This is an optimization exercise on Yosys and OpenROAD, whose aim is small area, a short achievable clock period and few clock cycles, not a production implementation. RTL that was checked went through simulation tests only; none was proved equivalent to the original. For runs 1 to 5, only the layout was checked, not whether the RTL still works. Power figures rest on the tool's default switching activity, not on a simulated workload.

**flow/run.sh**
```bash
#!/bin/bash
# synth_recipe.tcl (not shown) runs the flow's synth.tcl, then flattens the netlist and writes it again
# the make line also repeats each setting of config.mk as NAME=value (left out here)
make -C /OpenROAD-flow-scripts/flow DESIGN_CONFIG=/design/flow/config.mk WORK_HOME=/design/flow/orfs CLKGATE_MAP_FILE= SYNTH_SCRIPT=/design/flow/synth_recipe.tcl finish
```
**flow/config.mk**
```make
export PLATFORM = sky130hd
export DESIGN_NAME = vpu_core
export DESIGN_NICKNAME = vpu_core
export VERILOG_FILES = /design/flow/design.v
export SDC_FILE = /design/flow/constraint.sdc
export NUM_CORES = 4
export LEC_CHECK = 0
export ABC_CLOCK_PERIOD_IN_PS = 2800
export CAP_MARGIN = 20
export CORE_MARGIN = 2
export CORE_UTILIZATION = 40
export SETUP_SLACK_MARGIN = 2.7
export SLEW_MARGIN = 20
```
**flow/constraint.sdc**
```tcl
create_clock -name core_clock -period 5.5 [get_ports {clk}]
set_input_delay 1.1000 -clock core_clock [delete_from_list [all_inputs] [get_ports {clk}]]
set_output_delay 1.1000 -clock core_clock [all_outputs]
set_load 0.01 [all_outputs]
```
**flow/design.v**
```verilog
package vpu_pkg;
    localparam int LANES    = 4;
    localparam int LANE_W   = 16;
    localparam int NUM_REGS = 8;
    localparam int VEC_W    = LANES * LANE_W;
    localparam int REG_AW   = $clog2(NUM_REGS);
    localparam int MEM_AW   = 12;
    localparam int PC_W     = 8;
    localparam int INSTR_W  = 32;
    localparam int IMM_W    = 12;
    localparam int OPC_MSB = 31;
    localparam int OPC_LSB = 28;
    localparam int VD_MSB  = 27;
    localparam int VD_LSB  = 25;
    localparam int VS1_MSB = 24;
    localparam int VS1_LSB = 22;
    localparam int VS2_MSB = 21;
    localparam int VS2_LSB = 19;
    localparam int IMM_MSB = 11;
    localparam int IMM_LSB = 0;
    typedef logic [LANE_W-1:0]  lane_t;
    typedef logic [VEC_W-1:0]   vec_t;
    typedef logic [REG_AW-1:0]  reg_addr_t;
    typedef logic [MEM_AW-1:0]  mem_addr_t;
    typedef logic [PC_W-1:0]    pc_t;
    typedef logic [INSTR_W-1:0] instr_t;
    typedef logic [IMM_W-1:0]   imm_t;
    typedef enum logic [3:0] {
        OP_NOP    = 4'd0,
        OP_VADD   = 4'd1,
        OP_VSUB   = 4'd2,
        OP_VAND   = 4'd3,
        OP_VOR    = 4'd4,
        OP_VXOR   = 4'd5,
        OP_VADDI  = 4'd6,
        OP_VLOAD  = 4'd7,
        OP_VSTORE = 4'd8,
        OP_JUMP   = 4'd9
    } opcode_e;
    typedef enum logic [1:0] {
        WB_NONE = 2'd0,
        WB_ALU  = 2'd1,
        WB_MEM  = 2'd2
    } wb_sel_e;
endpackage
`timescale 1ns/1ps
module fetch_unit (
    input  logic           clk,
    input  logic           rst_n,
    input  logic           advance,
    input  logic           jump,
    input  vpu_pkg::pc_t   jump_target,
    output vpu_pkg::pc_t   pc
);
    vpu_pkg::pc_t pc_next;
    assign pc_next = jump ? jump_target : pc + vpu_pkg::pc_t'(1);
    always_ff @(posedge clk) begin
        if (!rst_n) begin
            pc <= '0;
        end else if (advance) begin
            pc <= pc_next;
        end
    end
endmodule
`timescale 1ns/1ps
module instr_decoder (
    input  vpu_pkg::instr_t    instr,
    input  logic [7:0]         rf_valid,     
    output logic [7:0]         sel_a,
    output logic [7:0]         sel_b,
    output logic               sel_imm,
    output logic               use_a,
    output logic               use_b,
    output logic               writes,
    output logic               op_arith,
    output logic               op_sub,
    output logic               op_and,
    output logic               op_or,
    output logic               op_xor,
    output logic               op_load,
    output logic               op_store,
    output logic               jump
);
    logic [3:0] opc;
    logic [2:0] vs1;
    logic [2:0] vs2;
    logic       is_rr;
    logic       is_addi;
    assign opc = instr[vpu_pkg::OPC_MSB:vpu_pkg::OPC_LSB];
    assign vs1 = instr[vpu_pkg::VS1_MSB:vpu_pkg::VS1_LSB];
    assign vs2 = instr[vpu_pkg::VS2_MSB:vpu_pkg::VS2_LSB];
    assign is_rr    = (opc >= 4'd1) && (opc <= 4'd5);
    assign is_addi  = (opc == 4'd6);
    assign op_load  = (opc == 4'd7);
    assign op_store = (opc == 4'd8);
    assign jump     = (opc == 4'd9);
    assign writes   = is_rr || is_addi || op_load;
    assign op_arith = (opc == 4'd1) || (opc == 4'd2) || is_addi;
    assign op_sub   = (opc == 4'd2);
    assign op_and   = (opc == 4'd3);
    assign op_or    = (opc == 4'd4);
    assign op_xor   = (opc == 4'd5);
    assign sel_imm  = is_addi;
    assign use_a    = is_rr || is_addi;
    assign use_b    = is_rr || op_store;
    always_comb begin
        for (int i = 0; i < 8; i++) begin
            sel_a[i] = use_a && (vs1 == 3'(i)) && rf_valid[i];
            sel_b[i] = use_b && (vs2 == 3'(i)) && rf_valid[i];
        end
    end
endmodule
`timescale 1ns/1ps
module vector_regfile (
    input  logic               clk,
    input  logic [7:0]         wen,
    input  vpu_pkg::vec_t      wdata,
    input  logic [7:0]         sel_a,
    input  logic [7:0]         sel_b,
    input  logic               sel_imm,
    input  vpu_pkg::imm_t      imm,
    output vpu_pkg::vec_t      rdata_a,
    output vpu_pkg::vec_t      rdata_b
);
    vpu_pkg::vec_t regs [vpu_pkg::NUM_REGS];
    vpu_pkg::vec_t imm_vec;
    always_ff @(posedge clk) begin
        for (int i = 0; i < vpu_pkg::NUM_REGS; i++) begin
            if (wen[i]) begin
                regs[i] <= wdata;
            end
        end
    end
    assign imm_vec = {vpu_pkg::LANES{{(vpu_pkg::LANE_W-vpu_pkg::IMM_W){1'b0}}, imm}};
    always_comb begin
        rdata_a = '0;
        rdata_b = imm_vec & {vpu_pkg::VEC_W{sel_imm}};
        for (int i = 0; i < vpu_pkg::NUM_REGS; i++) begin
            rdata_a = rdata_a | (regs[i] & {vpu_pkg::VEC_W{sel_a[i]}});
            rdata_b = rdata_b | (regs[i] & {vpu_pkg::VEC_W{sel_b[i]}});
        end
    end
endmodule
`timescale 1ns/1ps
module vector_alu (
    input  logic             op_arith,
    input  logic             op_sub,
    input  logic             op_and,
    input  logic             op_or,
    input  logic             op_xor,
    input  logic             op_load,
    input  vpu_pkg::vec_t    vec_a,
    input  vpu_pkg::vec_t    vec_b,
    input  vpu_pkg::vec_t    mem_data,
    output vpu_pkg::vec_t    result
);
    localparam int W = vpu_pkg::LANE_W;
    for (genvar l = 0; l < vpu_pkg::LANES; l++) begin : g_lane
        logic [W-1:0] a;
        logic [W-1:0] b;
        logic [W-1:0] p;
        logic [W-1:0] g;
        logic [W-1:0] gl [5];
        logic [W-1:0] pl [5];
        logic [W-1:0] carry;
        logic [W-1:0] sum;
        assign a  = vec_a[l*W +: W];
        assign b  = vec_b[l*W +: W];
        assign p  = a ^ b;
        assign g  = a & b;
        always_comb begin
            gl[0]    = g;
            pl[0]    = p;
            gl[0][0] = g[0] | (p[0] & op_sub);
            for (int k = 1; k < 5; k++) begin
                for (int i = 0; i < W; i++) begin
                    if (i >= (1 << (k - 1))) begin
                        gl[k][i] = gl[k-1][i] | (pl[k-1][i] & gl[k-1][i - (1 << (k - 1))]);
                        pl[k][i] = pl[k-1][i] & pl[k-1][i - (1 << (k - 1))];
                    end else begin
                        gl[k][i] = gl[k-1][i];
                        pl[k][i] = pl[k-1][i];
                    end
                end
            end
        end
        assign carry = {gl[4][W-2:0], op_sub};
        assign sum   = p ^ carry;
        assign result[l*W +: W] =
              (sum     & {W{op_arith}})
            | ((a & b) & {W{op_and}})
            | ((a | b) & {W{op_or}})
            | ((a ^ b) & {W{op_xor}})
            | (mem_data[l*W +: W] & {W{op_load}});
    end
endmodule
`timescale 1ns/1ps
module operand_forward (
    input  logic               fwd,
    input  vpu_pkg::vec_t      rf_data,
    input  vpu_pkg::vec_t      ex_result,
    output vpu_pkg::vec_t      operand
);
    assign operand = fwd ? ex_result : rf_data;
endmodule
`timescale 1ns/1ps
module vpu_core (
    input  logic               clk,
    input  logic               rst_n,
    input  logic               en,
    output vpu_pkg::pc_t       pc,
    input  vpu_pkg::instr_t    instr,
    output vpu_pkg::mem_addr_t mem_addr,
    output logic               mem_read,
    output logic               mem_write,
    output vpu_pkg::vec_t      mem_wdata,
    input  vpu_pkg::vec_t      mem_rdata,
    output logic               data_out_vld,
    output vpu_pkg::vec_t      data_out,
    output vpu_pkg::reg_addr_t reg_wb
);
    logic [7:0]         id_sel_a;
    logic [7:0]         id_sel_b;
    logic               id_sel_imm;
    logic               id_use_a;
    logic               id_use_b;
    logic               id_writes;
    logic               id_arith;
    logic               id_sub;
    logic               id_and;
    logic               id_or;
    logic               id_xor;
    logic               id_load;
    logic               id_store;
    logic               id_jump;
    logic               stall;
    logic               advance;
    logic [7:0]         rf_valid;
    logic [7:0]         rd_sel_a;
    logic [7:0]         rd_sel_b;
    logic               rd_sel_imm;
    logic               rd_use_a;
    logic               rd_use_b;
    logic               rd_writes;
    logic               rd_arith;
    logic               rd_sub;
    logic               rd_and;
    logic               rd_or;
    logic               rd_xor;
    logic               rd_load;
    logic               rd_store;
    vpu_pkg::reg_addr_t rd_vd;
    vpu_pkg::reg_addr_t rd_vs1;
    vpu_pkg::reg_addr_t rd_vs2;
    vpu_pkg::imm_t      rd_imm;
    vpu_pkg::vec_t      rd_a;
    vpu_pkg::vec_t      rd_b;
    logic [7:0]         rd_wen;
    logic [7:0]         ex_wen;
    logic               ex_writes;
    logic               ex_store;
    vpu_pkg::reg_addr_t ex_vd;
    vpu_pkg::mem_addr_t mem_addr_q;
    logic               fwd_a;
    logic               fwd_b;
    vpu_pkg::vec_t      rd_op_a;
    vpu_pkg::vec_t      rd_op_b;
    logic               ex_arith;
    logic               ex_sub;
    logic               ex_and;
    logic               ex_or;
    logic               ex_xor;
    logic               ex_load;
    vpu_pkg::vec_t      ex_a;
    vpu_pkg::vec_t      ex_b;
    vpu_pkg::vec_t      ex_result;
    logic               wb_valid;
    vpu_pkg::reg_addr_t wb_vd;
    vpu_pkg::vec_t      wb_data;
    assign stall   = rd_load && ex_store;
    assign advance = en && !stall;
    fetch_unit u_fetch (
        .clk         (clk),
        .rst_n       (rst_n),
        .advance     (advance),
        .jump        (id_jump),
        .jump_target (instr[vpu_pkg::PC_W-1:0]),
        .pc          (pc)
    );
    instr_decoder u_decoder (
        .instr    (instr),
        .rf_valid (rf_valid | ex_wen),
        .sel_a    (id_sel_a),
        .sel_b    (id_sel_b),
        .sel_imm  (id_sel_imm),
        .use_a    (id_use_a),
        .use_b    (id_use_b),
        .writes   (id_writes),
        .op_arith (id_arith),
        .op_sub   (id_sub),
        .op_and   (id_and),
        .op_or    (id_or),
        .op_xor   (id_xor),
        .op_load  (id_load),
        .op_store (id_store),
        .jump     (id_jump)
    );
    always_ff @(posedge clk) begin
        if (!rst_n) begin
            rd_writes <= 1'b0;
            rd_load   <= 1'b0;
            rd_store  <= 1'b0;
        end else if (advance) begin
            rd_writes <= id_writes;
            rd_load   <= id_load;
            rd_store  <= id_store;
        end
    end
    always_ff @(posedge clk) begin
        if (advance) begin
            rd_sel_a   <= id_sel_a;
            rd_sel_b   <= id_sel_b;
            rd_sel_imm <= id_sel_imm;
            rd_use_a   <= id_use_a;
            rd_use_b   <= id_use_b;
            rd_arith   <= id_arith;
            rd_sub     <= id_sub;
            rd_and     <= id_and;
            rd_or      <= id_or;
            rd_xor     <= id_xor;
            rd_vd      <= instr[vpu_pkg::VD_MSB:vpu_pkg::VD_LSB];
            rd_vs1     <= instr[vpu_pkg::VS1_MSB:vpu_pkg::VS1_LSB];
            rd_vs2     <= instr[vpu_pkg::VS2_MSB:vpu_pkg::VS2_LSB];
            rd_imm     <= instr[vpu_pkg::IMM_MSB:vpu_pkg::IMM_LSB];
        end
    end
    vector_regfile u_regfile (
        .clk     (clk),
        .wen     (ex_wen & {8{en}}),
        .wdata   (ex_result),
        .sel_a   (rd_sel_a),
        .sel_b   (rd_sel_b),
        .sel_imm (rd_sel_imm),
        .imm     (rd_imm),
        .rdata_a (rd_a),
        .rdata_b (rd_b)
    );
    always_comb begin
        for (int i = 0; i < 8; i++) begin
            rd_wen[i] = rd_writes && (rd_vd == 3'(i));
        end
    end
    always_ff @(posedge clk) begin
        if (!rst_n) begin
            ex_wen    <= '0;
            ex_writes <= 1'b0;
            ex_store  <= 1'b0;
            rf_valid  <= '0;
        end else if (en) begin
            ex_wen    <= stall ? 8'd0 : rd_wen;
            ex_writes <= rd_writes && !stall;
            ex_store  <= rd_store && !stall;
            rf_valid  <= rf_valid | ex_wen;
        end
    end
    assign fwd_a = rd_use_a && ex_writes && (rd_vs1 == ex_vd);
    assign fwd_b = rd_use_b && ex_writes && (rd_vs2 == ex_vd);
    operand_forward u_fwd_a (
        .fwd       (fwd_a),
        .rf_data   (rd_a),
        .ex_result (ex_result),
        .operand   (rd_op_a)
    );
    operand_forward u_fwd_b (
        .fwd       (fwd_b),
        .rf_data   (rd_b),
        .ex_result (ex_result),
        .operand   (rd_op_b)
    );
    always_ff @(posedge clk) begin
        if (en) begin
            ex_vd    <= rd_vd;
            ex_arith <= rd_arith;
            ex_sub   <= rd_sub;
            ex_and   <= rd_and;
            ex_or    <= rd_or;
            ex_xor   <= rd_xor;
            ex_load  <= rd_load;
            ex_a     <= rd_op_a;
            ex_b     <= rd_op_b ^ {vpu_pkg::VEC_W{rd_sub}};
        end
    end
    always_ff @(posedge clk) begin
        if (en) begin
            mem_addr_q <= (rd_store || stall) ? rd_imm : instr[vpu_pkg::IMM_MSB:vpu_pkg::IMM_LSB];
        end
    end
    assign mem_addr  = mem_addr_q;
    assign mem_read  = en;
    assign mem_write = en && ex_store;
    assign mem_wdata = ex_b;
    vector_alu u_alu (
        .op_arith (ex_arith),
        .op_sub   (ex_sub),
        .op_and   (ex_and),
        .op_or    (ex_or),
        .op_xor   (ex_xor),
        .op_load  (ex_load),
        .vec_a    (ex_a),
        .vec_b    (ex_b),
        .mem_data (mem_rdata),
        .result   (ex_result)
    );
    always_ff @(posedge clk) begin
        if (!rst_n) begin
            wb_valid <= 1'b0;
        end else if (en) begin
            wb_valid <= ex_writes;
        end
    end
    always_ff @(posedge clk) begin
        if (en) begin
            wb_vd   <= ex_vd;
            wb_data <= ex_result;
        end
    end
    assign data_out_vld = en && wb_valid;
    assign data_out     = wb_data;
    assign reg_wb       = wb_vd;
endmodule
```
==> flow_summary.ini, run 1 <==
[clocking]
path_clk_slew_ns = 0.06
cts_root_buffer = clkbuf_16
insertion_delay_ns = 0.68
cts.path.max_buffers = 3
cts.sinks = 803
htree_levels = 3
cts_buffers = 88
cts_tree = done

[power]
power_mw = 14.6
power.density_nw_per_um2 = 304
vdd.ir_drop.worst_uv = 218
leakage_nw = 16.9

[logic_synthesis]
synth_ff_type = edfxtp_1
ys_warn_count = 14
synth_seq_cells = 803
ys_seq_area_frac = 0.615
synthesis.instances = 3051
synth_top_family_by_area = compound AO/OA/AOI/OAI gates
synth_adder_area_share = 0.0458
avgSynthCellArea_um2 = 12.7
synth_top_area_frac = 0.600
synth_edf_count = 773
syn_area_um2 = 38700
synth_compound_area_frac = 0.191
synth_cell_types = 80
synth.largest_area_cell = edfxtp_1
synth_nets = 3287
synthXorXnorAreaFrac = 0.0233
synthSimpleGateAreaFrac = 0.0688
muxShareOfSynthArea = 0.0151
ys_async_sr_fraction = 0
synth_area_leaders = edfxtp_1 60%, a22oi_1 7.8%, ha_1 4.2%

[worst_setup_path]
cp_slowest_cell = edfxtp_1
crit_fanout = 4
cp_slowest_stage_delay_ns = 0.42
crit-reg2reg-launch = ex_sub
rr_worst_depth = 12
worstSetupPathType = reg -> reg
critPathCaptureType = register
crit_end = ex_a[44]
crit_chain = buf_6 > fa_2 > inv_2 > fa_2 > nand2b_4 > a21oi_4 > a211oi_4 > buf_6 > o21ai_4 > mux2i_4 > or2_4 > mux2_4
crit_required_ns = 5.91
arrival_ns = 3.53
critPathLaunchType = register
reg2reg_slack_ns = 2.38
reg2reg_to = ex_a[44]
crit_start = ex_sub

[detailed_routing]
drt_iter0_drc = 4578
ant_nets = 0
routed_wirelength_mm = 147
via_per_inst = 6.43
firstDrtPassIters = 12
remaining_drc_errors = 0
wire_per_inst_um = 31.2
vias = 30238

[global_routing]
gr-total-overflow = 0
antenna_found_initial = 6
grt_usage = 0.287
grt_max_degree = 99
grt_pass1_vias = 29080
grt_pass1_wl_mm = 205

[sta]
finalMaxSlewViolations = 0
tightest_slew_ns = 1.14
finClkSkew_ns = 0.0290
period_minus_slack_ns = 3.12
hold_viol = 0
clock.fmax_mhz = 321
tns_ns = 0
slew_headroom = 0.242
holdWs_ns = 0.420
worst_slack_ns = 2.38
rsz0062_at_grt = yes
period_share = 0.566
setup_viol = 0

[min_path]
hp-class = reg -> reg

[layout]
post-route-util = 0.498
final_cell_mix = 773 x edfxtp_1, 404 x a22oi_1, 189 x clkdlybuf4s50_1, 163 x inv_1, 153 x nand2_1
final_common_cell = edfxtp_1
layout-drive-gt1-share = 0.174
fin_nets = 3595
area_growth_pct = 23.8

[floorplan]
core_um2 = 96300
die_w_um = 315
num_rows = 114
initial_utilization = 0.402
num_io_pins = 253
die_h_um = 315
die_area_um2 = 99300

[run]
maxCapViolCount = 0

[place]
gp_congestion = 0.938
dp_hpwl_mm = 86.8
io_buffers = 245
post-place-ws_ns = 1.51

[run_status]
status = complete, no violations
-- metrics by stage --
stage	instances	instance area, µm²
finish	4704	47900
global route	4702	47900
CTS	4668	47000
floorplan	3051	38700
global placement	4425	42600
detailed placement	4425	42600
-- synth_stat cells, types with 32 or more instances --
cell and count:
nor2_1 103, buf_2 32, ha_1 129, clkbuf_1 137, buf_1 45, inv_1 178, a21o_1 39, o21ai_0 86
a22o_1 50, nand4_1 114, a21oi_1 145, a221oi_1 75, nor3_1 42, xnor2_1 85, a22oi_1 404, edfxtp_1 773
mux2_2 44, nand2_1 164
-- metal layers --
metal	track usage	routed length [µm]
met5	0	26
met4	0.135	7530
met3	0.0653	17300
met2	0.446	65600
met1	0.383	56600
-- timing repair --
action,4_1_cts,5_1_grt
gates resized for setup,256,153
hold buffers,0,0
pin swaps,73,81
cloned,7,4
buffers inserted,79,30
setup endpoints to repair,562,493
-- layout make-up --
| type | count | area, µm² |
|---|---|---|
| fill | 8329 | 48400 |
| sequential | 803 | 23800 |
| multi-input combinational | 1852 | 14700 |
| timing repair buffer | 430 | 4280 |
| clock buffer | 100 | 2250 |
| tap | 1276 | 1600 |
| inverter | 181 | 703 |
| clock inverter | 57 | 529 |
| timing repair inverter | 3 | 21.3 |
| antenna | 2 | 5.00 |
-- sequential cells by signal, indices dropped and copies added (netlist names), 8 cells and up --
name and flops:
ex_b 64, ex_wen 8, rd_imm 12, ex_a 64, rd_sel_b 8, rf_valid 8, u_fetch.pc 8, wb_data 64
u_regfile.regs 512, mem_addr_q 12, rd_sel_a 8
-- worst min path at each step --
stage,startpoint,endpoint,slack (ns),depth (start not counted)
floorplan,rd_and,ex_and,0.40,0
global placement,rd_and,ex_and,0.40,0
detailed placement,rd_and,ex_and,0.41,0
CTS,rd_and,ex_and,0.42,0
global route,rd_xor,ex_xor,0.44,0
finish,rd_and,ex_and,0.42,0
-- critical path: cells and delay by family (launching register included) --
family / cells / cell delay (ns)
compound gates: 3 / 0.32
mux: 2 / 0.50
fa+ha+maj: 2 / 0.74
buf+inv: 3 / 0.39
simple gates: 2 / 0.48
flops: 1 / 0.42
-- kinds of logic (layout without fill, tap and decap cells) --
logic type | Yosys count | after routing
compound gates | 1018 | 1018
flops | 803 | 803
simple gates | 538 | 541
buf+inv | 399 | 771
fa+ha+maj | 137 | 137
xor+xnor | 103 | 103
mux | 53 | 53
other cells | 0 | 2
-- power by group --
group	internal, mW	switching [mW]
registers	6.92	0.107
logic	0.706	1.10
clock network	3.23	2.51
==> inputs of run 2 (changes only) <==
==> flow/flow/run.sh (new file) <==
#!/bin/bash
set -euo pipefail
cd "$(dirname "$0")/.."
export BUFFER_PORTS_ARGS="-buffer_cell sky130_fd_sc_hd__buf_4"
bash standard.sh finish > standard_flow.log 2>&1
==> flow/standard.sh (new file) <==
#!/bin/bash
# synth_recipe.tcl (not shown) runs the flow's synth.tcl, then flattens the netlist and writes it again
# the make line also repeats each setting of config.mk as NAME=value (left out here)
make -C /OpenROAD-flow-scripts/flow DESIGN_CONFIG=/design/flow/config.mk WORK_HOME=/design/flow/orfs CLKGATE_MAP_FILE= SYNTH_SCRIPT=/design/flow/synth_recipe.tcl "${@:-finish}"
--- a/flow/config.mk
+++ b/flow/config.mk
@@ -6,8 +6,8 @@
 export NUM_CORES = 4
 export LEC_CHECK = 0
-export ABC_CLOCK_PERIOD_IN_PS = 2800
+export ABC_CLOCK_PERIOD_IN_PS = 2600
 export CAP_MARGIN = 20
 export CORE_MARGIN = 2
 export CORE_UTILIZATION = 40
-export SETUP_SLACK_MARGIN = 2.7
+export SETUP_SLACK_MARGIN = 2.9
 export SLEW_MARGIN = 20
removed: flow/run.sh
==> run 2 against run 1 <==
Compared with the run above:
- sequential share of layout area down 0.39 points
- still clean
- sequential cell count did not move
- routed wire length is 0.68% higher
- critical path depth is 1 higher
- worst setup slack got worse by 0.050 ns
- critical path type unchanged
- highest routed layer unchanged
- maximum frequency is 1.6% lower
- largest cell class unchanged
==> flow_summary.ini, run 2 <==
[logic_synthesis]
synth_nets = 3287
ys_warn_count = 14
avgSynthCellArea_um2 = 12.7
synth_commonest_cells = 773 x edfxtp_1, 404 x a22oi_1, 178 x inv_1, 164 x nand2_1, 145 x a21oi_1
synth_area_leaders = edfxtp_1 60%, a22oi_1 7.8%, ha_1 4.2%
synth_cell_types = 80
synthesis.instances = 3051
synth_top_area_frac = 0.600
yosysMostFrequentCell = edfxtp_1
synth_edf_count = 773
synth_ff_type = edfxtp_1
synth_seq_cells = 803
ys_async_sr_fraction = 0
ys_seq_area_frac = 0.615
syn_area_um2 = 38700
synth.largest_area_cell = edfxtp_1

[min_path]
hold_depth = 0
hp-class = reg -> reg

[clocking]
htree_levels = 3
path_clk_slew_ns = 0.06
cts_buffers = 87
cts_root_buffer = clkbuf_16
cts.path.max_buffers = 3
cts.sinks = 803
cts_tree = done
insertion_delay_ns = 0.68

[layout]
n_fill_cell = 8411
largest_register_ffs = 512
multi_input_area_um2 = 15000
final-seq-area_um2 = 23800
layout-drive-gt1-share = 0.275
antenna_cells = 0
final_cell_mix = 773 x edfxtp_1, 404 x a22oi_1, 365 x buf_4, 151 x nand2_1, 150 x inv_1
regMostFlops = u_regfile.regs
area_growth_pct = 24.7
final_common_cell = edfxtp_1
fin_nets = 3658

[sta]
clock.fmax_mhz = 316
rsz0062_at_grt = yes
finalMaxSlewViolations = 0
setup_viol = 0
period_minus_slack_ns = 3.16
holdWs_ns = 0.420
hold_viol = 0
finClkSkew_ns = 0.0331
period_share = 0.575
tns_ns = 0
tightest_slew_ns = 1.07
slew_headroom = 0.289

[global_routing]
grt_pass1_vias = 29275
use_met2 = 0.438
gr-total-overflow = 0
antenna_found_initial = 4
grt_max_degree = 99
met1_usage = 0.390
use_met3 = 0.0780
grt_usage = 0.289
busiest_layer = met2
grt_pass1_wl_mm = 206

[floorplan]
die_h_um = 315
num_rows = 114
die_area_um2 = 99300
initial_utilization = 0.402
core_um2 = 96300
num_io_pins = 253
die_w_um = 315

[worst_setup_path]
reg2reg_slack_ns = 2.34
worstSetupPathType = reg -> reg
critPathLaunchType = register
rr_worst_depth = 13
critPathCaptureType = register
crit_required_ns = 5.91
crit_fanout = 3
arrival_ns = 3.58

[power]
seq_power_share = 0.479
p_sw_mw = 3.76
leakage_nw = 17.4
vdd.ir_drop.worst_uv = 239
p_int_mw = 10.9
combPwrFrac = 0.131
pwr-share-clk = 0.391
power.density_nw_per_um2 = 304
swShare = 0.256

[detailed_routing]
via_per_inst = 6.43
vias = 30638
routed_wirelength_mm = 148
ant_nets = 0
wire_per_inst_um = 31.1
firstDrtPassIters = 10
remaining_drc_errors = 0
drt_iter0_drc = 4411

[place]
gp_congestion = 0.929
dp_hpwl_mm = 87.1
io_buffers = 245

[run]
maxCapViolCount = 0

[run_status]
status = complete, no violations
-- run 2: through the flow --
| stage | worst slack (ns) | instance area (µm²) | utilization | cells | total power, mW |
|---|---|---|---|---|---|
| floorplan | 2.81 | 38800 | - | 3051 | 7.89 |
| detailed placement | 1.90 | 42100 | 0.437 | 4427 | 8.57 |
| global route | 2.29 | 48300 | 0.501 | 4766 | 15.1 |
| global placement | 1.92 | 42100 | 0.437 | 4426 | 8.56 |
| CTS | 2.39 | 47200 | 0.490 | 4711 | 14.5 |
| finish | 2.34 | 48300 | 0.501 | 4766 | 14.7 |
-- run 2: worst paths after layout --
path	startpoint	endpoint
max	ex_sub	ex_a[26]
min reg2reg	rd_or	ex_or
max reg2reg	ex_sub	ex_a[26]
min	rd_or	ex_or
-- run 2: cell families (layout without fill, tap and decap cells) --
logic type               count (synthesis)  in the layout  synth area share
AO/OA/AOI/OAI                         1018           1018             0.191
XOR/XNOR                               103            103            0.0233
adder cells (fa/ha/maj)                137            137            0.0458
buffers and inverters                  399            834            0.0403
flip-flops                             803            803             0.615
multiplexers                            53             53            0.0151
AND/OR/NAND/NOR                        538            542            0.0688
-- run 2: final cells by class --
| cell class | count | area share |
|---|---|---|
| flip-flops and latches | 803 | 0.493 |
| clock buffers | 105 | 0.0465 |
| inverters | 181 | 0.0158 |
| clock inverters | 52 | 0.0102 |
| repair buffers | 487 | 0.0888 |
| repair inverters | 9 | 0.00140 |
| well taps | 1276 | 0.0331 |
| multi-input cells | 1853 | 0.311 |
-- run 2: worst max-delay path, stage by stage, from the launching register on --
cell      delay [ns]
edfxtp_1        0.44
buf_6           0.17
fa_2            0.44
inv_2           0.08
fa_2            0.29
nand2b_4        0.17
a21oi_4         0.06
a211oi_4        0.19
buf_6           0.18
buf_6           0.12
o31ai_4         0.06
xor2_2          0.17
a21o_2          0.27
mux2_4          0.26
-- run 2: metal layers --
layer  part of all wire  up-vias  wire (µm)
met5            0.00041        -         60
met4              0.046        8       6800
met3               0.13      429      19100
met1               0.38    15198      56700
li1                   -    12799          -
met2               0.44     2204      65300
-- run 2: power by group through the flow --
stage          Clock, mW  Combinational [mW]  Sequential (mW)
3_3_place_gp           0                1.39             7.17
4_1_cts             5.79                1.72             7.03
6_report            5.74                1.92             7.03
5_1_grt             6.04                2.02             7.04
2_1_floorplan          0               0.756             7.13
3_5_place_dp           0                1.40             7.17
-- run 2: what timing repair did --
| action | 4_1_cts | 5_1_grt |
|---|---|---|
| cloned | 12 | 10 |
| hold buffers | 0 | 0 |
| hold endpoints to repair | 0 | 0 |
| resized for setup | 322 | 150 |
| pin swaps | 115 | 68 |
| setup endpoints to repair | 611 | 556 |
| setup buffers | 115 | 44 |
==> inputs of run 3 (changes only) <==
--- a/flow/design.v
+++ b/flow/design.v
@@ -172,5 +172,4 @@
             gl[0]    = g;
             pl[0]    = p;
-            gl[0][0] = g[0] | (p[0] & op_sub);
             for (int k = 1; k < 5; k++) begin
                 for (int i = 0; i < W; i++) begin
@@ -185,6 +184,6 @@
             end
         end
-        assign carry = {gl[4][W-2:0], op_sub};
-        assign sum   = p ^ carry;
+        assign carry = {gl[4][W-2:0], 1'b0};
+        assign sum   = p ^ {W{op_sub}} ^ carry;
         assign result[l*W +: W] =
               (sum     & {W{op_arith}})
@@ -387,6 +386,6 @@
             ex_xor   <= rd_xor;
             ex_load  <= rd_load;
-            ex_a     <= rd_op_a;
-            ex_b     <= rd_op_b ^ {vpu_pkg::VEC_W{rd_sub}};
+            ex_a     <= rd_op_a ^ {vpu_pkg::VEC_W{rd_sub}};
+            ex_b     <= rd_op_b;
         end
     end
--- a/flow/config.mk
+++ b/flow/config.mk
@@ -10,4 +10,4 @@
 export CORE_MARGIN = 2
 export CORE_UTILIZATION = 40
-export SETUP_SLACK_MARGIN = 2.9
+export SETUP_SLACK_MARGIN = 3.0
 export SLEW_MARGIN = 20
==> run 3 against run 2 <==
Compared with the run above:
- still clean on timing, DRC and antenna
- die area shrank 0.67%
- clock-buffer cell count shrank 2
- utilization grew 0.051 points
- maximum frequency grew 3.9%
- largest power group unchanged
- highest routed layer unchanged
==> flow_summary.ini, run 3 <==
[detailed_routing]
drt_iter0_drc = 4045
wire_per_inst_um = 29.6
remaining_drc_errors = 0
via_per_inst = 6.25
firstDrtPassIters = 6
vias = 29582
ant_nets = 0
routed_wirelength_mm = 140

[logic_synthesis]
yosysMostFrequentCell = edfxtp_1
synth_seq_cells = 803
synthXorXnorAreaFrac = 0.0421
ys_warn_count = 14
ys_async_sr_fraction = 0
synthSimpleGateAreaFrac = 0.0654
synth_compound_area_frac = 0.184
avgSynthCellArea_um2 = 12.6
ys_seq_area_frac = 0.619
synthesis.instances = 3059
synth_edf_count = 773
synth_top_area_frac = 0.604
synth.largest_area_cell = edfxtp_1
synth_commonest_cells = 773 x edfxtp_1, 410 x a22oi_1, 195 x inv_1, 189 x a21oi_1, 155 x clkbuf_1
muxShareOfSynthArea = 0.00703
syn_area_um2 = 38400
synth_adder_area_share = 0.0420
synth_nets = 3287
synth_area_leaders = edfxtp_1 60%, a22oi_1 8.0%, ha_1 4.2%
synth_cell_types = 65
synth_top_family_by_area = compound AO/OA/AOI/OAI gates
synth_ff_type = edfxtp_1

[min_path]
hold_depth = 0
hp-class = reg -> reg
whs_endpoint = ex_or
worstHoldStart = rd_or

[global_routing]
gr-total-overflow = 0
grt_pass1_wl_mm = 195
antenna_found_initial = 2
grt_pass1_vias = 28099
grt_max_degree = 65
grt_usage = 0.271

[clocking]
cts_tree = done
cts_root_buffer = clkbuf_16
insertion_delay_ns = 0.68
path_clk_slew_ns = 0.06
cts_hold_buf = 0
cts.path.max_buffers = 3
htree_levels = 3
cts_buffers = 86
cts.sinks = 803

[sta]
period_share = 0.554
period_minus_slack_ns = 3.05
tns_ns = 0
holdWs_ns = 0.416
tightest_slew_ns = 1.18
slew_headroom = 0.215
rsz0062_at_grt = yes
hold_viol = 0
setup_viol = 0
worst_slack_ns = 2.45
clock.fmax_mhz = 328
finalMaxSlewViolations = 0
finClkSkew_ns = 0.0355

[place]
postPlaceCellArea_um2 = 41900
dp.cells = 4423
post-place-ws_ns = 1.45
gp_congestion = 0.882
dp_hpwl_mm = 80.5
io_buffers = 245

[layout]
fin_nets = 3628
largest_register_ffs = 512
regMostFlops = u_regfile.regs
layout-drive-gt1-share = 0.257
fin_area_um2 = 47800
post-route-util = 0.502
final_cell_mix = 773 x edfxtp_1, 410 x a22oi_1, 354 x buf_4, 153 x inv_1, 131 x nor2_1
final_cells = 4736
area_growth_pct = 24.2
final_common_cell = edfxtp_1

[power]
power.density_nw_per_um2 = 311
leakage_nw = 17.3
power_mw = 14.8
vdd.ir_drop.worst_uv = 205

[run_status]
status = complete, no violations

[floorplan]
num_io_pins = 253
core_um2 = 95200
initial_utilization = 0.404
num_rows = 113
die_h_um = 314
die_w_um = 314
die_area_um2 = 98600

[worst_setup_path]
reg2reg_slack_ns = 2.45
crit-reg2reg-launch = ex_b[40]
critPathLaunchType = register
worstSetupPathType = reg -> reg
reg2reg_to = ex_b[47]
crit_fanout = 5
critPathCaptureType = register
crit_required_ns = 5.93
arrival_ns = 3.47
rr_worst_depth = 10

[run]
maxCapViolCount = 0
run 3: cell types whose count changed in the layout (fill, tap and decap cells not counted), sizes merged, moves of 13 or more:
cell    change
o21ai      -13
a21oi      +45
mux2       -23
a222oi     -14
nor2       +35
nand2      -30
inv        +23
buf        -39
a31oi      -14
nand4      +14
xor2       +70
a21o       -14
run 3: cell type report:
type / count / area [µm²]
Clock inverter: 55 / 609
Clock buffer: 103 / 2260
Sequential cell: 803 / 23800
Multi-Input combinational cell: 1850 / 14600
Timing Repair inverter: 10 / 70.1
Antenna cell: 1 / 2.50
Timing Repair Buffer: 451 / 3980
Inverter: 198 / 827
Fill cell: 8214 / 47400
Tap cell: 1265 / 1580
run 3: cell families (layout without fill, tap and decap cells):
kind of cell	Yosys count	after routing
compound gates	992	992
xor+xnor	185	185
fa+ha+maj	129	129
buf+inv	408	817
flops	803	803
mux	24	24
other cells	0	1
simple gates	518	520
run 3: power by group:
group / switching (mW) / internal, mW / total (mW)
sequential: 0.0848 / 6.93 / 7.01
combinational: 1.13 / 0.731 / 1.86
clock: 2.50 / 3.46 / 5.96
run 3: per-layer routing:
metal,track usage,part of all wire
met3,0.0597,0.12
met1,0.380,0.40
met5,0,0.00084
met4,0.105,0.041
met2,0.412,0.44
run 3: what timing repair did:
item / in CTS / in global routing
buffers inserted: 73 / 59
gates resized for setup: 212 / 203
pin swaps: 67 / 109
cloned: 8 / 14
setup endpoints to repair: 1085 / 602
run 3: critical path, cell delays in order (launching register included):
cell and delay, ns:
edfxtp_1 0.38, inv_1 0.06, ha_1 0.38, a21o_1 0.22, a211oi_1 0.33, o21ai_0 0.15, a221o_2 0.45, a21oi_4 0.26
xnor2_2 0.13, a21o_2 0.21, mux2_4 0.25
run 3: worst max-delay path by stage:
stage          slack, ns  cells past startpoint      from         to
2_1_floorplan       2.58                     10  ex_b[33]   ex_b[47]
3_3_place_gp        1.51                      7        en  ex_wen[4]
3_5_place_dp        1.45                      7        en  ex_wen[4]
4_1_cts             2.51                     11  ex_b[35]   ex_b[47]
5_1_grt             2.38                     13  ex_a[33]   ex_a[42]
6_report            2.45                     10  ex_b[40]   ex_b[47]
==> inputs of run 4 (changes only) <==
==> flow/run.sh (new file) <==
#!/bin/bash
# synth_recipe.tcl (not shown) runs the flow's synth.tcl, then flattens the netlist and writes it again
# the make line also repeats each setting of config.mk as NAME=value (left out here)
make -C /OpenROAD-flow-scripts/flow DESIGN_CONFIG=/design/flow/config.mk WORK_HOME=/design/flow/orfs CLKGATE_MAP_FILE= SYNTH_SCRIPT=/design/flow/synth_recipe.tcl finish
--- a/flow/config.mk
+++ b/flow/config.mk
@@ -10,4 +10,4 @@
 export CORE_MARGIN = 2
 export CORE_UTILIZATION = 40
-export SETUP_SLACK_MARGIN = 3.0
+export SETUP_SLACK_MARGIN = 2.8
 export SLEW_MARGIN = 20
removed: flow/flow/run.sh
removed: flow/standard.sh
==> run 4 against run 3 <==
Compared with the run above:
- clock-buffer cell count up 3
- critical path depth grew 1
- clock power down 4.5%
- hold slack improved by 0.0046 ns
- combinational power down 11%
- synthesized area unchanged
==> flow_summary.ini, run 4 <==
[run_status]
status = complete, no violations

[sta]
period_share = 0.552
slew_headroom = 0.225
finalMaxSlewViolations = 0
setup_viol = 0
hold_viol = 0
tns_ns = 0
period_minus_slack_ns = 3.04
tightest_slew_ns = 1.16
clock.fmax_mhz = 329
holdWs_ns = 0.420
finClkSkew_ns = 0.0309
rsz0062_at_grt = yes

[logic_synthesis]
synth_commonest_cells = 773 x edfxtp_1, 410 x a22oi_1, 195 x inv_1, 189 x a21oi_1, 155 x clkbuf_1
synth_cell_types = 65
synth_top_area_frac = 0.604
ys_async_sr_fraction = 0
ys_seq_area_frac = 0.619
avgSynthCellArea_um2 = 12.6
ys_warn_count = 14
synth_edf_count = 773
synth_area_leaders = edfxtp_1 60%, a22oi_1 8.0%, ha_1 4.2%
synth_ff_type = edfxtp_1
synth_seq_cells = 803
synth.largest_area_cell = edfxtp_1
synth_nets = 3287
yosysMostFrequentCell = edfxtp_1
syn_area_um2 = 38400
synthesis.instances = 3059

[layout]
layout-drive-gt1-share = 0.149
final-seq-area_um2 = 23800
final_common_cell = edfxtp_1
regMostFlops = u_regfile.regs
fin_nets = 3579
area_growth_pct = 21.7
multi_input_area_um2 = 14100
n_fill_cell = 8281
final_cells = 4690
largest_register_ffs = 512
final_cell_mix = 773 x edfxtp_1, 410 x a22oi_1, 174 x inv_1, 146 x a21oi_1, 144 x buf_4

[worst_setup_path]
crit_start = ex_b[36]
crit_fanout = 6
crit_required_ns = 5.92
crit-reg2reg-launch = ex_b[36]
reg2reg_slack_ns = 2.46
critPathCaptureType = register
worstSetupPathType = reg -> reg
critPathLaunchType = register
arrival_ns = 3.45
rr_worst_depth = 11

[clocking]
cts.sinks = 803
cts_hold_buf = 0
cts_tree = done
cts_buffers = 87
htree_levels = 3
path_clk_slew_ns = 0.06
cts.path.max_buffers = 3
insertion_delay_ns = 0.66
cts_root_buffer = clkbuf_16

[detailed_routing]
ant_nets = 0
via_per_inst = 6.22
firstDrtPassIters = 6
drt_iter0_drc = 4014
wire_per_inst_um = 29.3
vias = 29179
routed_wirelength_mm = 137
remaining_drc_errors = 0

[power]
power.density_nw_per_um2 = 307
vdd.ir_drop.worst_uv = 206
leakage_nw = 16.7

[floorplan]
num_io_pins = 253
die_w_um = 314
initial_utilization = 0.404
die_h_um = 314
die_area_um2 = 98600
core_um2 = 95200
num_rows = 113

[place]
dp_hpwl_mm = 81.1
dp.cells = 4427
gp_congestion = 0.861
io_buffers = 245

[global_routing]
grt_max_degree = 121
grt_pass1_vias = 27875
antenna_found_initial = 7
grt_usage = 0.270
grt_pass1_wl_mm = 194
gr-total-overflow = 0

[run]
maxCapViolCount = 0

[min_path]
worstHoldStart = rd_arith
hold_depth = 0
hp-class = reg -> reg
## run 4: cell counts after synthesis
No cell type changed its count.
## run 4: what timing repair did
item	CTS	global route
endpoints found under the setup margin	675	486
setup buffers	57	38
gates cloned	3	1
pin swaps	40	51
resized for setup	253	106
## run 4: where the power goes
group	switching (mW)	internal, mW
sequential	0.0849	6.93
combinational	1.03	0.627
clock	2.48	3.22
total	3.59	10.8
## run 4: cell families (layout without fill, tap and decap cells)
group | count (synthesis) | count (layout) | share of synthesized area
AOI/OAI and AO/OA | 992 | 992 | 0.184
xor gates and xnor gates | 185 | 185 | 0.0421
adders and majority gates | 129 | 129 | 0.0420
buffers and inverters | 408 | 770 | 0.0401
DFF | 803 | 803 | 0.619
muxes | 24 | 24 | 0.00703
other | 0 | 3 | 0
and+or+nand+nor | 518 | 519 | 0.0654
## run 4: final timing paths
check,end
setup / recovery,ex_b[47]
setup reg to reg,ex_b[47]
hold / removal,ex_arith
hold reg to reg,ex_arith
## run 4: stage by stage
stage / instance area, µm² / setup WS [ns] / utilization / power (mW)
3_3_place_gp: 42400 / 1.92 / 0.445 / 8.58
4_1_cts: 46000 / 2.50 / 0.483 / 14.3
3_5_place_dp: 42400 / 1.90 / 0.445 / 8.58
2_1_floorplan: 38500 / 2.58 / - / 7.91
5_1_grt: 46800 / 2.39 / 0.492 / 14.8
6_report: 46800 / 2.46 / 0.492 / 14.4
## run 4: area by class of cell
cell class / instances / area share
Antenna cell: 3 / 0.000160
Timing Repair inverter: 2 / 0.000294
Multi-Input combinational cell: 1849 / 0.301
Tap cell: 1265 / 0.0338
Sequential cell: 803 / 0.509
Timing Repair Buffer: 410 / 0.0806
Clock inverter: 54 / 0.0103
Inverter: 198 / 0.0164
Clock buffer: 106 / 0.0481
## run 4: layer usage
layer,global-route usage,up-vias,share of wire
met4,0.110,4,0.039
met5,0,-,0.00020
met3,0.0673,303,0.12
li1,-,12504,-
met1,0.366,14480,0.40
met2,0.416,1888,0.44
## run 4: critical path, stage by stage (launching register included)
cell	delay (ns)
edfxtp_1	0.45
inv_2	0.09
ha_4	0.21
and3_4	0.16
a2111oi_4	0.36
buf_6	0.19
o21ai_4	0.07
a221o_2	0.43
a21oi_4	0.27
xnor2_2	0.12
a21o_2	0.21
mux2_4	0.25
==> inputs of run 5 (changes only) <==
--- a/flow/design.v
+++ b/flow/design.v
@@ -153,5 +153,7 @@
     input  vpu_pkg::vec_t    vec_b,
     input  vpu_pkg::vec_t    mem_data,
-    output vpu_pkg::vec_t    result
+    output vpu_pkg::vec_t    carry,
+    output vpu_pkg::vec_t    result_c0,
+    output vpu_pkg::vec_t    result_c1
 );
     localparam int W = vpu_pkg::LANE_W;
@@ -163,13 +165,13 @@
         logic [W-1:0] gl [5];
         logic [W-1:0] pl [5];
-        logic [W-1:0] carry;
-        logic [W-1:0] sum;
-        assign a  = vec_a[l*W +: W];
-        assign b  = vec_b[l*W +: W];
-        assign p  = a ^ b;
-        assign g  = a & b;
+        logic [W-1:0] q;
+        logic [W-1:0] other;
+        assign a = vec_a[l*W +: W];
+        assign b = vec_b[l*W +: W];
+        assign p = a ^ b;
+        assign g = a & b;
         always_comb begin
-            gl[0]    = g;
-            pl[0]    = p;
+            gl[0] = g;
+            pl[0] = p;
             for (int k = 1; k < 5; k++) begin
                 for (int i = 0; i < W; i++) begin
@@ -184,12 +186,12 @@
             end
         end
-        assign carry = {gl[4][W-2:0], 1'b0};
-        assign sum   = p ^ {W{op_sub}} ^ carry;
-        assign result[l*W +: W] =
-              (sum     & {W{op_arith}})
-            | ((a & b) & {W{op_and}})
-            | ((a | b) & {W{op_or}})
-            | ((a ^ b) & {W{op_xor}})
-            | (mem_data[l*W +: W] & {W{op_load}});
+        assign carry[l*W +: W] = {gl[4][W-2:0], 1'b0};
+        assign q     = p ^ {W{op_sub}};
+        assign other = ((a & b) & {W{op_and}})
+                     | ((a | b) & {W{op_or}})
+                     | ((a ^ b) & {W{op_xor}})
+                     | (mem_data[l*W +: W] & {W{op_load}});
+        assign result_c0[l*W +: W] = ( q & {W{op_arith}}) | other;
+        assign result_c1[l*W +: W] = (~q & {W{op_arith}}) | other;
     end
 endmodule
@@ -274,4 +276,11 @@
     vpu_pkg::vec_t      ex_b;
     vpu_pkg::vec_t      ex_result;
+    vpu_pkg::vec_t      ex_carry;
+    vpu_pkg::vec_t      ex_result_c0;
+    vpu_pkg::vec_t      ex_result_c1;
+    vpu_pkg::vec_t      rd_op_a_c0;
+    vpu_pkg::vec_t      rd_op_a_c1;
+    vpu_pkg::vec_t      rd_op_b_c0;
+    vpu_pkg::vec_t      rd_op_b_c1;
     logic               wb_valid;
     vpu_pkg::reg_addr_t wb_vd;
@@ -365,16 +374,31 @@
     assign fwd_a = rd_use_a && ex_writes && (rd_vs1 == ex_vd);
     assign fwd_b = rd_use_b && ex_writes && (rd_vs2 == ex_vd);
-    operand_forward u_fwd_a (
+    operand_forward u_fwd_a0 (
         .fwd       (fwd_a),
         .rf_data   (rd_a),
-        .ex_result (ex_result),
-        .operand   (rd_op_a)
+        .ex_result (ex_result_c0),
+        .operand   (rd_op_a_c0)
     );
-    operand_forward u_fwd_b (
+    operand_forward u_fwd_a1 (
+        .fwd       (fwd_a),
+        .rf_data   (rd_a),
+        .ex_result (ex_result_c1),
+        .operand   (rd_op_a_c1)
+    );
+    operand_forward u_fwd_b0 (
+        .fwd       (fwd_b),
+        .rf_data   (rd_b),
+        .ex_result (ex_result_c0),
+        .operand   (rd_op_b_c0)
+    );
+    operand_forward u_fwd_b1 (
         .fwd       (fwd_b),
         .rf_data   (rd_b),
-        .ex_result (ex_result),
-        .operand   (rd_op_b)
+        .ex_result (ex_result_c1),
+        .operand   (rd_op_b_c1)
     );
+    assign rd_op_a = ex_carry & (rd_op_a_c1 ^ {vpu_pkg::VEC_W{rd_sub}})
+                   | ~ex_carry & (rd_op_a_c0 ^ {vpu_pkg::VEC_W{rd_sub}});
+    assign rd_op_b = ex_carry & rd_op_b_c1 | ~ex_carry & rd_op_b_c0;
     always_ff @(posedge clk) begin
         if (en) begin
@@ -386,5 +410,5 @@
             ex_xor   <= rd_xor;
             ex_load  <= rd_load;
-            ex_a     <= rd_op_a ^ {vpu_pkg::VEC_W{rd_sub}};
+            ex_a     <= rd_op_a;
             ex_b     <= rd_op_b;
         end
@@ -408,7 +432,10 @@
         .vec_a    (ex_a),
         .vec_b    (ex_b),
-        .mem_data (mem_rdata),
-        .result   (ex_result)
+        .mem_data  (mem_rdata),
+        .carry     (ex_carry),
+        .result_c0 (ex_result_c0),
+        .result_c1 (ex_result_c1)
     );
+    assign ex_result = ex_carry & ex_result_c1 | ~ex_carry & ex_result_c0;
     always_ff @(posedge clk) begin
         if (!rst_n) begin
--- a/flow/config.mk
+++ b/flow/config.mk
@@ -6,8 +6,7 @@
 export NUM_CORES = 4
 export LEC_CHECK = 0
-export ABC_CLOCK_PERIOD_IN_PS = 2600
 export CAP_MARGIN = 20
 export CORE_MARGIN = 2
 export CORE_UTILIZATION = 40
-export SETUP_SLACK_MARGIN = 2.8
+export SETUP_SLACK_MARGIN = 2.9
 export SLEW_MARGIN = 20
==> run 5 against run 4 <==
Compared with the run above:
- critical path type unchanged
- total power increased by 2.3%
- cell count increased by 1.4%
- still clean
- highest routed layer unchanged
- clock skew decreased by 0.0035 ns
==> flow_summary.ini, run 5 <==
[clocking]
cts_buffers = 86
cts.sinks = 803
htree_levels = 3
cts_hold_buf = 0
insertion_delay_ns = 0.66
path_clk_slew_ns = 0.06
cts_root_buffer = clkbuf_16
cts.path.max_buffers = 3
cts_tree = done

[sta]
hold_viol = 0
worst_slack_ns = 2.47
tns_ns = 0
period_minus_slack_ns = 3.03
finClkSkew_ns = 0.0274
tightest_slew_ns = 1.17
finalMaxSlewViolations = 0
rsz0062_at_grt = yes
period_share = 0.552
setup_viol = 0
holdWs_ns = 0.416
clock.fmax_mhz = 330
slew_headroom = 0.221

[logic_synthesis]
synth_seq_cells = 803
avgSynthCellArea_um2 = 12.6
ys_seq_area_frac = 0.618
synth_edf_count = 773
synth.largest_area_cell = edfxtp_1
yosysMostFrequentCell = edfxtp_1
ys_async_sr_fraction = 0
syn_area_um2 = 38500
synth_cell_types = 77
synth_nets = 3274
synth_ff_type = edfxtp_1
synth_area_leaders = edfxtp_1 60%, a22oi_1 8.1%, ha_1 4.2%
synth_commonest_cells = 773 x edfxtp_1, 413 x a22oi_1, 187 x inv_1, 166 x a21oi_1, 145 x xnor2_1
ys_warn_count = 14
synth_top_area_frac = 0.603
synthesis.instances = 3046

[detailed_routing]
via_per_inst = 6.30
ant_nets = 0
wl_met3_mm = 17.7
drt_iter0_drc = 4424
firstDrtPassIters = 6
highest_layer = met5
wire_per_inst_um = 30.1
remaining_drc_errors = 0
routed_wirelength_mm = 143
wl_met1_mm = 56.0
wl_met2_mm = 62.6
vias = 29953

[worst_setup_path]
worstSetupPathType = reg -> reg
arrival_ns = 3.42
critPathCaptureType = register
reg2reg_to = ex_a[46]
crit_start = ex_b[42]
crit_fanout = 4
crit-reg2reg-launch = ex_b[42]
critPathLaunchType = register
rr_worst_depth = 12
crit_required_ns = 5.89
reg2reg_slack_ns = 2.47

[global_routing]
gr-total-overflow = 0
grt_pass1_wl_mm = 201
antenna_found_initial = 5
grt_max_degree = 119
grt_pass1_vias = 28349
grt_usage = 0.280

[floorplan]
core_um2 = 95200
die_area_um2 = 98800
num_rows = 113
initial_utilization = 0.405
die_w_um = 314
die_h_um = 314
num_io_pins = 253

[layout]
layout-drive-gt1-share = 0.200
final_cells = 4755
regMostFlops = u_regfile.regs
largest_register_ffs = 512
final_common_cell = edfxtp_1
final_cell_mix = 773 x edfxtp_1, 413 x a22oi_1, 147 x buf_4, 142 x inv_1, 130 x nor2_1
fin_nets = 3644
area_growth_pct = 25.7

[place]
io_buffers = 245
post-place-ws_ns = 1.64
dp_hpwl_mm = 82.8
dp.cells = 4413
gp_congestion = 0.896

[min_path]
whs_endpoint = ex_and
worstHoldStart = rd_and
hold_depth = 0
hp-class = reg -> reg

[run]
maxCapViolCount = 0

[power]
power.density_nw_per_um2 = 303
vdd.ir_drop.worst_uv = 215
leakage_nw = 17.2
power_mw = 14.7

[run_status]
status = complete, no violations
run 5: cell count changes after synthesis, moves of 13 or more:
cell      before  now
a31oi_1       15   28
xor2_1        88   34
clkbuf_1     155  142
xnor2_1       97  145
a221oi_1      63   50
a21oi_1      189  166
run 5: critical path, stage by stage (launching register included):
cell and delay (ns):
edfxtp_1 0.42, buf_6 0.14, ha_2 0.19, a21o_1 0.19
a311oi_4 0.51, o2111ai_4 0.20, buf_12 0.19, a31oi_4 0.17
buf_6 0.13, xnor2_2 0.10, nand2_2 0.12, a31oi_1 0.27
xnor2_1 0.11
run 5: kinds of logic (layout without fill, tap and decap cells):
logic type               count (synthesis)  after routing  share of synthesized area
AO/OA/AOI/OAI                          974            974                      0.182
flip-flops                             803            803                      0.618
AND/OR/NAND/NOR                        531            537                     0.0682
buffers and inverters                  398            831                     0.0395
XOR/XNOR                               179            179                     0.0407
adder cells (fa/ha/maj)                129            129                     0.0419
multiplexers                            32             32                    0.00903
other                                    0              5                          0
run 5: final cells by class:
type | instances | area [µm²]
Antenna cell | 5 | 12.5
Clock buffer | 109 | 2320
Clock inverter | 48 | 473
Fill cell | 8091 | 46700
Inverter | 190 | 774
Multi-Input combinational cell | 1851 | 14800
Sequential cell | 803 | 23800
Tap cell | 1265 | 1580
Timing Repair Buffer | 480 | 4600
Timing Repair inverter | 4 | 28.8
run 5: where the power goes:
group	switching (mW)	total, mW	internal [mW]
Sequential	0.0895	7.02	6.93
Combinational	1.11	1.84	0.731
Clock	2.50	5.83	3.33
Total	3.70	14.7	11.0
run 5: worst max-delay path by stage:
stage / to / slack, ns / cells after the start
5_1_grt: ex_a[46] / 2.40 / 12
6_report: ex_a[46] / 2.47 / 12
3_3_place_gp: u_regfile.regs[4][5] / 1.64 / 4
2_1_floorplan: ex_a[26] / 2.84 / 10
3_5_place_dp: u_regfile.regs[4][5] / 1.64 / 4
4_1_cts: ex_a[47] / 2.50 / 10
run 5: per-layer routing:
| metal | vias up | global-route usage |
|---|---|---|
| li1 | 12651 | - |
| met1 | 14862 | 0.385 |
| met2 | 2068 | 0.424 |
| met3 | 366 | 0.0651 |
| met4 | 6 | 0.120 |
| met5 | - | 0 |
run 5: metrics by stage:
stage | utilization | instance area [µm²]
2_1_floorplan | - | 38700
3_3_place_gp | 0.447 | 42500
3_5_place_dp | 0.447 | 42500
4_1_cts | 0.495 | 47100
5_1_grt | 0.509 | 48400
6_report | 0.509 | 48400
run 5: repair_timing:
action,in CTS,in global routing
buffers inserted,112,52
setup endpoints to repair,831,495
pin swaps,80,123
cloned,9,6
gates resized for setup,418,232
==> inputs of run 6 (changes only) <==
--- a/flow/design.v
+++ b/flow/design.v
@@ -119,4 +119,6 @@
     input  logic [7:0]         sel_b,
     input  logic               sel_imm,
+    input  logic               sel_wr_a,
+    input  logic               sel_wr_b,
     input  vpu_pkg::imm_t      imm,
     output vpu_pkg::vec_t      rdata_a,
@@ -134,6 +136,6 @@
     assign imm_vec = {vpu_pkg::LANES{{(vpu_pkg::LANE_W-vpu_pkg::IMM_W){1'b0}}, imm}};
     always_comb begin
-        rdata_a = '0;
-        rdata_b = imm_vec & {vpu_pkg::VEC_W{sel_imm}};
+        rdata_a = wdata & {vpu_pkg::VEC_W{sel_wr_a}};
+        rdata_b = (imm_vec & {vpu_pkg::VEC_W{sel_imm}}) | (wdata & {vpu_pkg::VEC_W{sel_wr_b}});
         for (int i = 0; i < vpu_pkg::NUM_REGS; i++) begin
             rdata_a = rdata_a | (regs[i] & {vpu_pkg::VEC_W{sel_a[i]}});
@@ -238,7 +240,11 @@
     logic               advance;
     logic [7:0]         rf_valid;
+    logic               id_wr_a;
+    logic               id_wr_b;
     logic [7:0]         rd_sel_a;
     logic [7:0]         rd_sel_b;
     logic               rd_sel_imm;
+    logic               rd_wr_a;
+    logic               rd_wr_b;
     logic               rd_use_a;
     logic               rd_use_b;
@@ -284,4 +290,5 @@
     vpu_pkg::vec_t      rd_op_b_c1;
     logic               wb_valid;
+    logic [7:0]         wb_wen;
     vpu_pkg::reg_addr_t wb_vd;
     vpu_pkg::vec_t      wb_data;
@@ -298,5 +305,5 @@
     instr_decoder u_decoder (
         .instr    (instr),
-        .rf_valid (rf_valid | ex_wen),
+        .rf_valid (rf_valid | wb_wen),
         .sel_a    (id_sel_a),
         .sel_b    (id_sel_b),
@@ -325,8 +332,12 @@
         end
     end
+    assign id_wr_a = id_use_a && ex_writes && (instr[vpu_pkg::VS1_MSB:vpu_pkg::VS1_LSB] == ex_vd);
+    assign id_wr_b = id_use_b && ex_writes && (instr[vpu_pkg::VS2_MSB:vpu_pkg::VS2_LSB] == ex_vd);
     always_ff @(posedge clk) begin
         if (advance) begin
-            rd_sel_a   <= id_sel_a;
-            rd_sel_b   <= id_sel_b;
+            rd_sel_a   <= id_wr_a ? 8'd0 : id_sel_a;
+            rd_sel_b   <= id_wr_b ? 8'd0 : id_sel_b;
+            rd_wr_a    <= id_wr_a;
+            rd_wr_b    <= id_wr_b;
             rd_sel_imm <= id_sel_imm;
             rd_use_a   <= id_use_a;
@@ -345,9 +356,11 @@
     vector_regfile u_regfile (
         .clk     (clk),
-        .wen     (ex_wen & {8{en}}),
-        .wdata   (ex_result),
-        .sel_a   (rd_sel_a),
-        .sel_b   (rd_sel_b),
-        .sel_imm (rd_sel_imm),
+        .wen      (wb_wen & {8{en}}),
+        .wdata    (wb_data),
+        .sel_a    (rd_sel_a),
+        .sel_b    (rd_sel_b),
+        .sel_imm  (rd_sel_imm),
+        .sel_wr_a (rd_wr_a),
+        .sel_wr_b (rd_wr_b),
         .imm     (rd_imm),
         .rdata_a (rd_a),
@@ -364,10 +377,8 @@
             ex_writes <= 1'b0;
             ex_store  <= 1'b0;
-            rf_valid  <= '0;
         end else if (en) begin
             ex_wen    <= stall ? 8'd0 : rd_wen;
             ex_writes <= rd_writes && !stall;
             ex_store  <= rd_store && !stall;
-            rf_valid  <= rf_valid | ex_wen;
         end
     end
@@ -441,6 +452,10 @@
         if (!rst_n) begin
             wb_valid <= 1'b0;
+            wb_wen   <= '0;
+            rf_valid <= '0;
         end else if (en) begin
             wb_valid <= ex_writes;
+            wb_wen   <= ex_wen;
+            rf_valid <= rf_valid | wb_wen;
         end
     end
--- a/flow/config.mk
+++ b/flow/config.mk
@@ -8,5 +8,6 @@
 export CAP_MARGIN = 20
 export CORE_MARGIN = 2
-export CORE_UTILIZATION = 40
+export CORE_UTILIZATION = 60
+export PLACE_DENSITY = 0.75
 export SETUP_SLACK_MARGIN = 2.9
 export SLEW_MARGIN = 20
==> run 6 against run 5 <==
Compared with the run above:
- worst setup slack better by 0.27 ns
- utilization rose by 24 points
- die area down 30%
==> flow_summary.ini, run 6 <==
[logic_synthesis]
syn_area_um2 = 40100
synth.largest_area_cell = edfxtp_1
ys_async_sr_fraction = 0
synth_ff_type = edfxtp_1
synth_seq_cells = 813
synth_nets = 3503
ys_seq_area_frac = 0.599
synthesis.instances = 3275
synth_edf_count = 775
synth_cell_types = 77
synth_commonest_cells = 775 x edfxtp_1, 326 x a22oi_1, 206 x nand2_1, 179 x inv_1, 171 x a21oi_1
synth_top_area_frac = 0.580
yosysMostFrequentCell = edfxtp_1
ys_warn_count = 14
avgSynthCellArea_um2 = 12.2
synth_area_leaders = edfxtp_1 58%, a22oi_1 6.1%, ha_1 4.0%

[floorplan]
die_h_um = 263
die_area_um2 = 68900
core_um2 = 66000
die_w_um = 263
initial_utilization = 0.608
num_rows = 94
num_io_pins = 253

[detailed_routing]
wire_per_inst_um = 33.8
via_per_inst = 7.49
ant_nets = 0
drt_iter0_drc = 7123
firstDrtPassIters = 10
routed_wirelength_mm = 156
vias = 34447
remaining_drc_errors = 0

[worst_setup_path]
critPathLaunchType = register
crit_chain = buf_6 > buf_6 > buf_6 > ha_4 > a21o_1 > a31o_4 > buf_4 > o21ai_2 > o21ai_2 > xnor2_2 > a21o_1 > mux2_4
critPathCaptureType = register
cp_slowest_stage_delay_ns = 0.41
cp_slowest_cell = edfxtp_1
worstSetupPathType = reg -> reg
crit_required_ns = 5.90
critical_path.top_delay_family = compound AO/OA/AOI/OAI gates
worst_path_most_repeated_cell = buf_6
arrival_ns = 3.17
reg2reg_slack_ns = 2.73
crit_fanout = 2
crit_buf_inv = 4

[global_routing]
gr-total-overflow = 0
antenna_found_initial = 8
use_met2 = 0.632
grt_max_degree = 108
grt_pass1_vias = 33077
use_met3 = 0.151
grt_pass1_wl_mm = 220
busiest_layer = met2
met1_usage = 0.564
grt_usage = 0.435

[layout]
final_common_cell = edfxtp_1
final_cell_mix = 775 x edfxtp_1, 326 x a22oi_1, 230 x buf_4, 204 x nand2_1, 162 x inv_1
fin_nets = 3896
n_fill_cell = 4037
largest_register_ffs = 512
area_growth_pct = 23.4
multi_input_area_um2 = 16100
final-seq-area_um2 = 24000
regMostFlops = u_regfile.regs
post-route-util = 0.750
final_cells = 4596
layout-drive-gt1-share = 0.190

[clocking]
htree_levels = 3
insertion_delay_ns = 0.65
cts_hold_buf = 0
cts.sinks = 813
cts_tree = done
cts_buffers = 86
path_clk_slew_ns = 0.07
cts.path.max_buffers = 3
cts_root_buffer = clkbuf_16

[place]
dp_hpwl_mm = 89.4
io_buffers = 245
dp.cells = 4238
gp_congestion = 0.960

[sta]
finClkSkew_ns = 0.0162
tns_ns = 0
period_share = 0.503
hold_viol = 0
tightest_slew_ns = 1.15
finalMaxSlewViolations = 0
rsz0062_at_grt = yes
setup_viol = 0
period_minus_slack_ns = 2.77
clock.fmax_mhz = 361
slew_headroom = 0.232

[run]
maxCapViolCount = 0

[power]
power.density_nw_per_um2 = 299
vdd.ir_drop.worst_uv = 234
leakage_nw = 17.9

[run_status]
status = complete, no violations

[min_path]
hp-class = reg -> reg
[run 6: stage by stage]
step	area, µm²	power, mW	hold WS [ns]	setup slack (ns)
finish	49500	14.8	0.416	2.73
global placement	43400	8.63	0.401	2.01
detailed placement	43400	8.67	0.405	1.99
global route	49500	15.1	0.436	2.68
CTS	48500	14.6	0.414	2.74
floorplan	40100	7.99	0.400	2.90
[run 6: layer usage]
layer	up-vias	wire length, µm
li1	13685	-
met1	16234	50700
met2	3675	65200
met3	849	28200
met4	4	11400
met5	-	28
[run 6: layout make-up]
class,count,share of cell area
Clock inverter,44,0.00918
Tap cell,864,0.0219
Sequential cell,813,0.486
Clock buffer,107,0.0468
Multi-Input combinational cell,2059,0.325
Antenna cell,1,0.0000506
Timing Repair Buffer,527,0.0974
Inverter,181,0.0141
[run 6: worst reg2reg max path: stages (launching register included)]
cell      delay, ns
edfxtp_1       0.41
buf_6          0.14
buf_6          0.11
buf_6          0.11
ha_4           0.17
a21o_1         0.20
a31o_4         0.22
buf_4          0.14
o21ai_2        0.21
o21ai_2        0.14
xnor2_2        0.21
a21o_1         0.20
mux2_4         0.25
[run 6: worst paths after layout]
path,start,cells after the start,end
worst max-delay path,ex_b[38],12,ex_b[45]
worst min-delay path,rd_and,0,ex_and
worst max register to register,ex_b[38],12,ex_b[45]
worst min register to register,rd_and,0,ex_and
[run 6: report_power, final]
group	total, mW	switching, mW	internal, mW
Combinational	1.90	1.17	0.735
Sequential	7.05	0.101	6.95
Clock	5.83	2.44	3.39
Total	14.8	3.71	11.1
[run 6: kinds of logic (layout without fill, tap and decap cells)]
| kind of cell | count (synthesis) | count (layout) | synth area share |
|---|---|---|---|
| AO/OA/AOI/OAI | 1042 | 1042 | 0.191 |
| adder cells (fa/ha/maj) | 129 | 129 | 0.0403 |
| flip-flops | 813 | 813 | 0.599 |
| AND/OR/NAND/NOR | 666 | 666 | 0.0787 |
| other | 0 | 1 | 0 |
| buffers and inverters | 403 | 859 | 0.0398 |
| multiplexers | 44 | 44 | 0.0120 |
| XOR/XNOR | 178 | 178 | 0.0389 |
[run 6: timing repair]
| item | in CTS | in global routing |
|---|---|---|
| hold endpoints to repair | 0 | 0 |
| resized for setup | 422 | 168 |
| setup endpoints to repair | 443 | 131 |
| cloned | 4 | 0 |
| pin swaps | 65 | 82 |
| setup buffers | 158 | 44 |
Testbench counts of run 6, summed over its fixed seeds: cycles 18,085.

## afterwards: timing with drivers on the ports
No port has a modelled driver above. Below, the same layouts with a new extraction and two added sets of constraints. Step 1 (the two cells are an assumption about what drives the block):
set clk [get_ports {clk}]
set_driving_cell -lib_cell sky130_fd_sc_hd__clkbuf_16 $clk
set_driving_cell -lib_cell sky130_fd_sc_hd__buf_2 [delete_from_list [all_inputs] $clk]
Step 2 also shifts input and output timing later by t, the mid clock arrival at the registers, as if the neighbouring blocks saw the same clock. a / b / c = no drivers / after step 1 / after step 2; a / b = the first two.
| run | t (ns) | setup slack, ns | latest minus earliest clock arrival (ns) | worst data-port slew with drivers (ns) |
|---|---|---|---|---|
| run 1 | 0.738 | 2.385 / 2.385 / 2.262 | 0.030 / 0.031 | 0.21 |
| run 2 | 0.732 | 2.335 / 2.335 / 1.923 | 0.033 / 0.033 | 0.40 |
| run 3 | 0.726 | 2.453 / 2.453 / 2.034 | 0.035 / 0.035 | 0.36 |
| run 4 | 0.714 | 2.462 / 2.462 / 2.181 | 0.035 / 0.035 | 0.13 |
| run 5 | 0.717 | 2.466 / 2.466 / 1.963 | 0.030 / 0.030 | 0.36 |
| run 6 | 0.710 | 2.733 / 2.617 / 2.001 | 0.017 / 0.017 | 0.36 |
After both steps setup and hold are still met in every run listed. The setup slack of run 6, which loses most, moves by -0.116 ns with the drivers and by -0.732 ns with both steps.
